Background: an optimization exercise with open tools, aiming at small area and few clock cycles per item. Do not read the settings as production practice.
The RTL was checked by simulation tests, not by an equivalence proof against the original design.

==> flow/design.v, too long to show whole: its modules and the start of the top module <==
// module fp_mul_pipe: 2162 lines
// module fpm_fa: 10 lines
// module fpm_ha: 9 lines
module fp_mul_pipe #(
   parameter int EXP_W = 8,
   parameter int MAN_W = 23
) (
   input  logic                     clk,
   input  logic                     rst,
   input  logic                     in_valid,
   output logic                     in_ready,
   input  logic [EXP_W+MAN_W:0]     in_a,
   input  logic [EXP_W+MAN_W:0]     in_b,
   output logic                     out_valid,
   input  logic                     out_ready,
   output logic [EXP_W+MAN_W:0]     out_z,
   output logic [3:0]               out_flags
);
  // ...
==> flow/flow/run.sh <==
#!/bin/bash
set -euo pipefail
here=$(pwd)
{
  head -n 1 synth_recipe.tcl
  cat <<EOF
proc abc {args} {
  set i [lsearch -exact \$args -script]
  if { \$i >= 0 } { lset args [expr { \$i + 1 }] {$here/flow/abc.script} }
  yosys abc {*}\$args
}
EOF
  tail -n +2 synth_recipe.tcl
} > own_synth.tcl
bash standard.sh "SYNTH_SCRIPT=$here/own_synth.tcl" "BUFFER_PORTS_ARGS=-buffer_cell sky130_fd_sc_hd__buf_1" finish > standard_flow.log 2>&1
==> flow/flow/abc.script <==
strash
dch
map
topo
==> flow/standard.sh <==
#!/bin/bash
# synth_recipe.tcl (not shown) runs the flow's synth.tcl, then flattens the netlist and writes it again
# the make line also repeats each setting of config.mk as NAME=value (left out here)
make -C /OpenROAD-flow-scripts/flow DESIGN_CONFIG=/design/flow/config.mk WORK_HOME=/design/flow/orfs CLKGATE_MAP_FILE= SYNTH_SCRIPT=/design/flow/synth_recipe.tcl "${@:-finish}"
==> flow/config.mk <==
export PLATFORM = sky130hd
export DESIGN_NAME = fp_mul_pipe
export DESIGN_NICKNAME = fp_mul_pipe
export VERILOG_FILES = /design/flow/design.v
export SDC_FILE = /design/flow/constraint.sdc
export NUM_CORES = 4
export LEC_CHECK = 0
export ABC_AREA = 1
export CAP_MARGIN = 20
export CORE_ASPECT_RATIO = 0.6
export CORE_MARGIN = 2
export CORE_UTILIZATION = 35
export CTS_BUF_LIST = sky130_fd_sc_hd__clkbuf_8
export SLEW_MARGIN = 20
export SYNTH_HIERARCHICAL = 1
==> flow/constraint.sdc <==
create_clock -name core_clock -period 8.5 [get_ports {clk}]
set_input_delay 1.7000 -clock core_clock [delete_from_list [all_inputs] [get_ports {clk}]]
set_output_delay 1.7000 -clock core_clock [all_outputs]
set_load 0.01 [all_outputs]
==> impl_metrics.yaml, run 1 <==
placed_design:
  dp_hpwl_um: 45000
  pre_cts_slack_ns: 0.214
  io_buffers: 105
sta:
  fin_tns_setup_ns: 0
  min_period_ns: 8.09
  max_freq_mhz: 124
synthesis:
  syn_nets: 1936
  synth_adder_area_share_pct: 45.5
  yosys-top-cells-area: "fa_1 38%, xor2_1 17%, o22ai_1 12%, edfxtp_1 7.9%, ha_1 7.9%"
  ys.flop_type: "edfxtp_1"
  synthXorXnorAreaFrac_pct: 17.1
  ys_ff_latch: 39
final_layout:
  seq_area_sq_um: 1160
  drive_above_1_share_pct: 9.13
  fill_cells: 4055
  utilization_pct: 40.9
  stdcell_count: 2273
  largest_reg_flops: 26
routing:
  drc_errors: 0
  wl_um: 53900
  wl_met2_um: 21200
  wirelength_met1_um: 25700
  ant_nets: 0
  vias: 13200
critical_path:
  slowest_stage: "o21ai_0"
  cpPeakStageDelay_ns: 0.55
  reg2reg_from: "ov"
floorplan:
  pin_count: 106
run_status:
  status: "finished clean"
global_route:
  grtUsageMet2_pct: 35.0
  grt_pass1_wl_um: 82900
clock_tree:
  ctsHoldBuffers: 0
  clock_latency_ns: 0.30
Testbench counts, summed over its fixed seeds: cycles 12,008, items 12,000.
==> run 2, diff against run 1 <==
--- a/flow/config.mk
+++ b/flow/config.mk
@@ -8,5 +8,6 @@
 export ABC_AREA = 1
 export CAP_MARGIN = 20
-export CORE_ASPECT_RATIO = 0.6
+export CELL_PAD_IN_SITES_DETAIL_PLACEMENT = 0
+export CELL_PAD_IN_SITES_GLOBAL_PLACEMENT = 0
 export CORE_MARGIN = 2
 export CORE_UTILIZATION = 35
==> impl_metrics.yaml, run 2 <==
routing:
  drt_iter0_drc: 1498
  wire_per_inst_um: 22.8
  wl_um: 50800
  drt_pass1_iterations: 6
  ant_nets: 0
  avgViaCountPerCell: 5.87
  vias: 13100
  drc_errors: 0
critical_path:
  critPathMostFrequentCell: "fa_1"
  slowest_stage: "fa_1"
  startpoint_type: "input pin"
  cp.required_ns: 8.54
  endpoint_kind: "flop"
  cp_top_family: "adder cells"
  crit_buf_inv: 2
  cp_cell_sequence: "clkbuf_2 -> clkinv_1 -> o21ai_0 -> nand2_1 -> o22ai_1 -> xor2_1 -> fa_1 -> fa_1 -> fa_1 -> fa_1 -> fa_1 -> ha_1 -> nand2_1 -> nor4_1 -> nand2_1 -> o21bai_1 -> a21oi_1 -> o21bai_1 -> a21oi_1 -> fa_1 -> xor2_1 -> o211ai_1"
  cp.arrival_ns: 8.13
  cp_max_fo: 15
  cpPeakStageDelay_ns: 0.54
  critPathKind: "input pin to flop"
synthesis:
  ys_async_sr_fraction_pct: 0
  syn_nets: 1936
  yosysMostFrequentCell: "xor2_1"
  yosysTopAreaCellShare_pct: 37.6
  synth_top_area_cell: "fa_1"
  synth_cells: 1506
  ys.flop_type: "edfxtp_1"
  ys_top_cells_by_count: "279 x xor2_1, 271 x fa_1, 267 x o22ai_1, 119 x nand2_1, 117 x clkinv_1"
  synth_edf_count: 38
  ys_ff_latch: 39
  syn_area_per_cell_sq_um: 9.58
  yosys_warnings: 7
  synth_cell_types: 37
  yosys-top-cells-area: "fa_1 38%, xor2_1 17%, o22ai_1 12%, edfxtp_1 7.9%, ha_1 7.9%"
  ys_seq_area_share_pct: 8.05
  syn_area_sq_um: 14400
sta:
  setup_viol: 0
  min_period_ns: 8.10
  drv_slew: 0
  fin_tns_setup_ns: 0
  max_freq_mhz: 124
  fin_skew_ns: 0.00673
  rsz0062_at_grt: "no"
  fin_ws_ns: 0.404
  holdWs_ns: 1.16
  relSlewSlack_pct: 37.0
  hold_viol: 0
  period_share_pct: 95.2
  worst_pin_slew_ns: 0.943
clock_tree:
  htreeDepth: 2
  clock-sinks: 39
  clk_pin_slew_worst_paths_ns: 0.08
  cts_buffers: 5
  postCtsSetupBuffers: 0
  cts_tree: "yes"
  clock_latency_ns: 0.29
  clockBufferDepth: 2
  clockRootBuffer: "clkbuf_8"
final_layout:
  reg_top3: "r_p x26, r_e x9"
  fill_cells: 4096
  area_growth_syn_to_layout_pct: 12.4
  top_register: "r_p"
  largest_reg_flops: 26
  final_cell_mix: "279 x xor2_1, 271 x fa_1, 267 x o22ai_1"
  nNetsFinal: 2127
  mostFrequentLayoutCell: "xor2_1"
  fin_area_sq_um: 16200
  stdcell_count: 2234
  drive_above_1_share_pct: 6.78
placed_design:
  dp_hpwl_um: 39800
  dp.cells: 2222
  gp_congestion: 0.957
  place_area_sq_um: 16100
  io_buffers: 105
  pre_cts_slack_ns: 0.0721
floorplan:
  pin_count: 106
  die_w_um: 207
  die_area_sq_um: 42900
  rows: 74
  die_h_um: 207
  core_region_area_sq_um: 40700
  start_util_pct: 35.4
run_status:
  status: "finished clean"
global_route:
  antenna_found_initial: 5
  grt_pass1_wl_um: 79000
  grt.overflow.total: 0
  grt_max_degree: 43
  grt.total_usage_pct: 23.4
  grt_pass1_vias: 13500
flow_run:
  drv_cap: 0
hold_path:
  hold_class: "flop to flop"
-- run 2: cell types whose count changed in the layout (fill, tap and decap cells not counted), sizes merged --
| cell | before | now |
|---|---|---|
| diode | 0 | 5 |
| bufinv | 0 | 1 |
| clkinvlp | 0 | 1 |
| clkinv | 119 | 117 |
| buf | 218 | 173 |
-- run 2: per-layer routing --
layer	track usage [%]	vias to the layer above	share of wire, %
met1	32.2	6428	41
met4	9.75	0	4.7
met2	36.2	770	44
met5	0	-	0
met3	4.32	136	9.8
li1	-	5790	-
-- run 2: final timing paths --
kind,startpoint,end,depth (start not counted),slack [ns]
max reg2reg,ov,r_e[0],1,7.10
min,ov,ov,2,1.16
min reg2reg,ov,ov,2,1.16
max,in_b[13],r_p[25],22,0.40
-- run 2: cell families after synthesis --
logic type                 Yosys count  synth area share [%]
AOI/OAI and AO/OA                  421                  17.9
xor gates and xnor gates           282                  17.1
adders and majority gates          362                  45.5
buffers and inverters              117                  3.04
DFF                                 39                  8.05
muxes                                1                0.0694
and+or+nand+nor                    284                  8.31
-- run 2: through the flow --
stage / util (%)
after floorplan: -
after CTS: 39.8
final: 39.8
after global routing: 39.8
after detailed placement: 39.5
after global placement: 39.5
-- run 2: modules after synthesis (local to each module, per instance) --
module	cells	flip-flops and latches	cell area, sq um	times used
fp_mul_pipe	1199	39	8660	1
fpm_fa	1	0	20.0	256
fpm_ha	1	0	12.5	51
-- run 2: layout make-up --
class | count | area, sq um | share of cell area [%]
Antenna cell | 5 | 12.5 | 0.0772
Clock buffer | 5 | 68.8 | 0.424
Clock inverter | 2 | 37.5 | 0.231
Inverter | 117 | 439 | 2.71
Multi-Input combinational cell | 1350 | 12800 | 79.1
Sequential cell | 39 | 1160 | 7.16
Tap cell | 532 | 666 | 4.11
Timing Repair Buffer | 184 | 1000 | 6.17
-- run 2: tightest hold or removal path, stage by stage (launching register included) --
cell and delay (ns):
dfxtp_1 0.32, nand2_2 0.66, a21oi_1 0.13
-- run 2: repair_timing --
item	CTS	global route
hold buffers	0	0
endpoints found under the setup margin	0	2
gates resized for setup	0	1

static timing again, ports no longer ideal:
The results above use ideal ports. As a check the final layouts listed here were re-extracted and re-timed, cells and wires unchanged.
Step 1 sets driving cells, clkbuf_16 on the clock port and buf_2 on the other inputs (assumed; they add their load-dependent delay and slew).
Step 2 times the ports against the registers' clock, not the clock port: input delays grow and output delays shrink by t, the midpoint of the rising clock arrivals with the driver on.
Three values: ideal, step 1, step 2; two values: the first two.
run	shift t [ns]	setup slack, ns	worst register clock-pin slew, ns	pins driven straight from the clock port
run 1	0.338	0.414 / 0.398 / 0.084	0.08 / 0.08	1
run 2	0.327	0.404 / 0.339 / 0.013	0.08 / 0.08	1
After both steps setup and hold are still met in every run listed. For run 2, which loses most, drivers alone change the setup slack by -0.065 ns; drivers and shift together by -0.391 ns.
